Context: an optimization exercise on an open-source flow, tuned for small area, a short achievable clock period and few clock cycles per item. The choices shown serve that exercise and are no tape-out recipe. In this exercise RTL edits were held to simulation tests only and were not proved equivalent to the original. No activity file was given, so power comes from the tool's default toggle rates.

== try-delta ==
Design div_top, start of the top module:
module div_top
(
  input  logic        CLK,
  input  logic        RST_N,
  input  logic        in_valid,
  output logic        in_ready,
  input  logic [31:0] in_a,
  input  logic [31:0] in_b,
  input  logic [1:0]  in_op,
  output logic        r_valid,
  input  logic        r_ready,
  output logic [31:0] r_data
);
  logic        recirc;
  logic [31:0] result;
  logic        s0_valid;
  logic        s0_done;
  logic [0:0] s0_rem;
  logic [31:0] s0_dq;
  logic [31:0] s0_divisor;
  logic        s0_neg;
  logic        s0_take_rem;
  logic        s1_valid;
  logic        s1_done;
  logic [2:0] s1_rem;
  logic [31:0] s1_dq;
  logic [31:0] s1_divisor;
  logic        s1_neg;
  logic        s1_take_rem;
  logic        s2_valid;
  logic        s2_done;
  logic [4:0] s2_rem;
  logic [31:0] s2_dq;
  logic [31:0] s2_divisor;
  logic        s2_neg;
  logic        s2_take_rem;
  logic        s3_valid;
  logic        s3_done;
  logic [5:0] s3_rem;
  logic [31:0] s3_dq;
  logic [31:0] s3_divisor;
  logic        s3_neg;
  logic        s3_take_rem;
  logic        s4_valid;
  logic        s4_done;
  logic [6:0] s4_rem;
  logic [31:0] s4_dq;
  logic [31:0] s4_divisor;
  logic        s4_neg;
  logic        s4_take_rem;
  logic        s5_valid;
  logic        s5_done;
  logic [7:0] s5_rem;
  logic [31:0] s5_dq;
  logic [31:0] s5_divisor;
  logic        s5_neg;
  logic        s5_take_rem;
  logic        s6_valid;
  logic        s6_done;
  logic [8:0] s6_rem;
  logic [31:0] s6_dq;
  logic [31:0] s6_divisor;
  logic        s6_neg;
  logic        s6_take_rem;
  logic        s7_valid;
  logic        s7_done;
  logic [9:0] s7_rem;
  logic [31:0] s7_dq;
  logic [31:0] s7_divisor;
  logic        s7_neg;
  logic        s7_take_rem;
  logic        s8_valid;
  logic        s8_done;
  logic [10:0] s8_rem;
  logic [31:0] s8_dq;
  logic [31:0] s8_divisor;
  logic        s8_neg;
  logic        s8_take_rem;
  ...
Size: ~7800 cells after synthesis, ~2600 flip-flops, about 100 I/O pins.
clock: 7.0 ns
lec_check: 0
cap_margin: 20
core_margin: 2
core_utilization: 40
cts_cluster_diameter: 100
cts_cluster_size: 32
setup_slack_margin: 3.4
slew_margin: 20
run.sh (not shown) runs the stock make flow with config.mk's settings and CLKGATE_MAP_FILE= SYNTH_SCRIPT=/design/flow/synth_recipe.tcl, a recipe that flattens the netlist after the stock synthesis.
Testbench counts of try-delta, summed over its fixed seeds: cycles 9,848, items 9,600.
The inputs of try-willow differ from those of try-delta as listed below.
# try-delta
export LEC_CHECK = 0
export CAP_MARGIN = 20
export CORE_MARGIN = 2
export CORE_UTILIZATION = 40
export CTS_CLUSTER_DIAMETER = 100
export CTS_CLUSTER_SIZE = 32
export SETUP_SLACK_MARGIN = 3.4
export SLEW_MARGIN = 20
create_clock -name core_clock -period 7.0 [get_ports {CLK}]
# try-willow
export LEC_CHECK = 0
export CAP_MARGIN = 5
export CORE_MARGIN = 2
export CORE_UTILIZATION = 40
export CTS_CLUSTER_DIAMETER = 100
export CTS_CLUSTER_SIZE = 32
export SETUP_SLACK_MARGIN = 3.6
export SLEW_MARGIN = 5
create_clock -name core_clock -period 7.0 [get_ports {CLK}]
[summary]
try-willow against try-delta: worst hold slack saw a decrease, via count picked up an extra 712, power moved up.
Setup changes, try-willow to try-lagoon
# try-willow
export LEC_CHECK = 0
export CAP_MARGIN = 5
export CORE_MARGIN = 2
export CORE_UTILIZATION = 40
export CTS_CLUSTER_DIAMETER = 100
export CTS_CLUSTER_SIZE = 32
export SETUP_SLACK_MARGIN = 3.6
export SLEW_MARGIN = 5
create_clock -name core_clock -period 7.0 [get_ports {CLK}]
# try-lagoon
export LEC_CHECK = 0
export CAP_MARGIN = 20
export CORE_MARGIN = 2
export CORE_UTILIZATION = 40
export CTS_CLUSTER_DIAMETER = 100
export CTS_CLUSTER_SIZE = 32
export SETUP_SLACK_MARGIN = 3.7
export SLEW_MARGIN = 20
create_clock -name core_clock -period 7.0 [get_ports {CLK}]
--- outcome ---
- Between try-lagoon and try-willow, the initial standard-cell utilization of the core figures differ only marginally.
- Any difference in total power of the final layout between try-lagoon and try-willow is small enough to ignore.
- Of try-lagoon and try-willow, the run reporting the lower total power per unit cell area was try-lagoon.
- Any difference in final critical delay including setup and external delays between try-lagoon and try-willow is small enough to ignore.
- The part of the power in combinational logic of try-lagoon is higher than that of try-willow.
- Cell count essentially unchanged between try-lagoon and try-willow.
- try-lagoon and try-willow ended up with nearly the same sequential-cell power consumption.

Another version of the RTL of div_top (not shown whole).
Size in the first run: about 2,700 flip-flops.
==> flow/config.mk <==
export PLATFORM = sky130hd
export DESIGN_NAME = div_top
export DESIGN_NICKNAME = div_top
export VERILOG_FILES = /design/flow/design.v
export SDC_FILE = /design/flow/constraint.sdc
export NUM_CORES = 4
export LEC_CHECK = 0
export CAP_MARGIN = 20
export CORE_MARGIN = 2
export CORE_UTILIZATION = 40
export SETUP_SLACK_MARGIN = 3.0
export SLEW_MARGIN = 20
==> flow/constraint.sdc <==
create_clock -name core_clock -period 7.0 [get_ports {CLK}]
set_input_delay 1.4000 -clock core_clock [delete_from_list [all_inputs] [get_ports {CLK}]]
set_output_delay 1.4000 -clock core_clock [all_outputs]
set_load 0.01 [all_outputs]
The first run produced a clean layout.
Testbench counts at the start, summed over its fixed seeds: cycles 9,856, items 9,600.
Then changed:
SETUP_SLACK_MARGIN = 0.2   (was 3.0)
Worst hold slack is about the same.
Total power hardly moves.
Via count is about the same.
Setup slack loses 0.28 ns.
Register-to-register slack degrades by 0.28 ns.
Routed wire length stays flat.
Area after synthesis stays the same.
Die area stays the same.
Sequential share of layout area came out higher by 0.11 points.
Global-route usage hardly moves.

div_top, a different RTL version from the one above (not shown whole).
Size: about 11000 cells after synthesis, about 100 I/O pins.
==> flow/design.v (excerpt) <==
module div_top
(
  input  logic        CLK,
  input  logic        RST_N,
  input  logic        in_valid,
  output logic        in_ready,
  input  logic [31:0] in_a,
  input  logic [31:0] in_b,
  input  logic [1:0]  in_op,
  output logic        r_valid,
  input  logic        r_ready,
  output logic [31:0] r_data
);
Settings: LEC_CHECK=0, ABC_AREA=1, CAP_MARGIN=20, CORE_MARGIN=2, CORE_UTILIZATION=40, CTS_CLUSTER_DIAMETER=100, CTS_CLUSTER_SIZE=32, SETUP_SLACK_MARGIN=3.4, SLEW_MARGIN=20; clock period 7.0 ns.
Testbench counts at the start, summed over its fixed seeds: cycles 9,856, items 9,600.
Change:
ABC_AREA = default   (was 1)
Effect: Worst hold slack is better by 0.020 ns; routed wire length goes down by 39%; first-iteration DRC count goes down by 41%; sequential power is about the same; setup slack gets worse by 0.15 ns.
Change:
CTS_CLUSTER_SIZE = 28   (was 32)
After rerunning: Synthesized cell count does not change; sequential power barely changes; hold slack is about the same; wire length hardly moves; setup slack degrades by 0.080 ns; core utilization went up by 0.14 points; global-route usage is about the same; die area stays the same; critical path depth rose by 2; area after synthesis stays the same; sequential share of layout area is lower by 0.17 points.
Change:
CORE_UTILIZATION = 55   (was 40)
CTS_CLUSTER_SIZE = 32   (was 28)
Outcome:
- total power goes down by 1.4%
- die area goes down by about 27%
- wire length goes down by about 1.7%
- setup slack is better by 0.054 ns
- clock-buffer cell count goes down by 13
- final cell count goes down by 7.2%
- core utilization goes up by 16 points
- non-clock buffer count goes up by 8
- cell area goes down by about 1.1%
- clock skew goes up by 0.024 ns
- sequential share of layout area goes up by 0.61 points

==> afterwards: timing with drivers on the ports <==
How much do the figures lean on ideal ports? The routed layouts below were timed once more, with nothing changed but the port constraints. Step 1, drivers: a clkbuf_16 drives CLK and a buf_2 each remaining input, both assumed. Step 2 adds t to the input delays and takes it off the output delays; t is the mean of the earliest and latest rising clock arrival at the registers after step 1. Input paths then give back, and output paths get back, about the clock's delay inside the block. Three values: ideal, step 1, step 2; two values: the first two.
| run | t (ns) | slack for setup (ns) | worst slew at a driven data input, ns |
|---|---|---|---|
| try-delta | 0.858 | 3.425 / 3.473 / 2.615 | 0.06 |
| try-willow | 0.836 | 3.599 / 3.599 / 2.880 | 0.06 |
| try-lagoon | 0.834 | 3.599 / 3.599 / 2.962 | 0.07 |
| the first run of note 2 | 0.960 | 3.100 / 3.100 / 2.365 | 0.07 |
| the second run of note 2 | 0.960 | 2.822 / 2.822 / 2.276 | 0.07 |
| the first run of note 3 | 0.893 | 3.642 / 3.557 / 3.314 | 0.08 |
| the second run of note 3 | 0.821 | 3.487 / 3.507 / 2.723 | 0.09 |
| the third run of note 3 | 0.854 | 3.408 / 3.408 / 2.731 | 0.09 |
| the fourth run of note 3 | 0.811 | 3.461 / 3.461 / 2.717 | 0.07 |
After both steps setup and hold are still met in every run listed. For try-delta, which loses most, drivers alone change the setup slack by +0.048 ns; drivers and shift together by -0.810 ns.
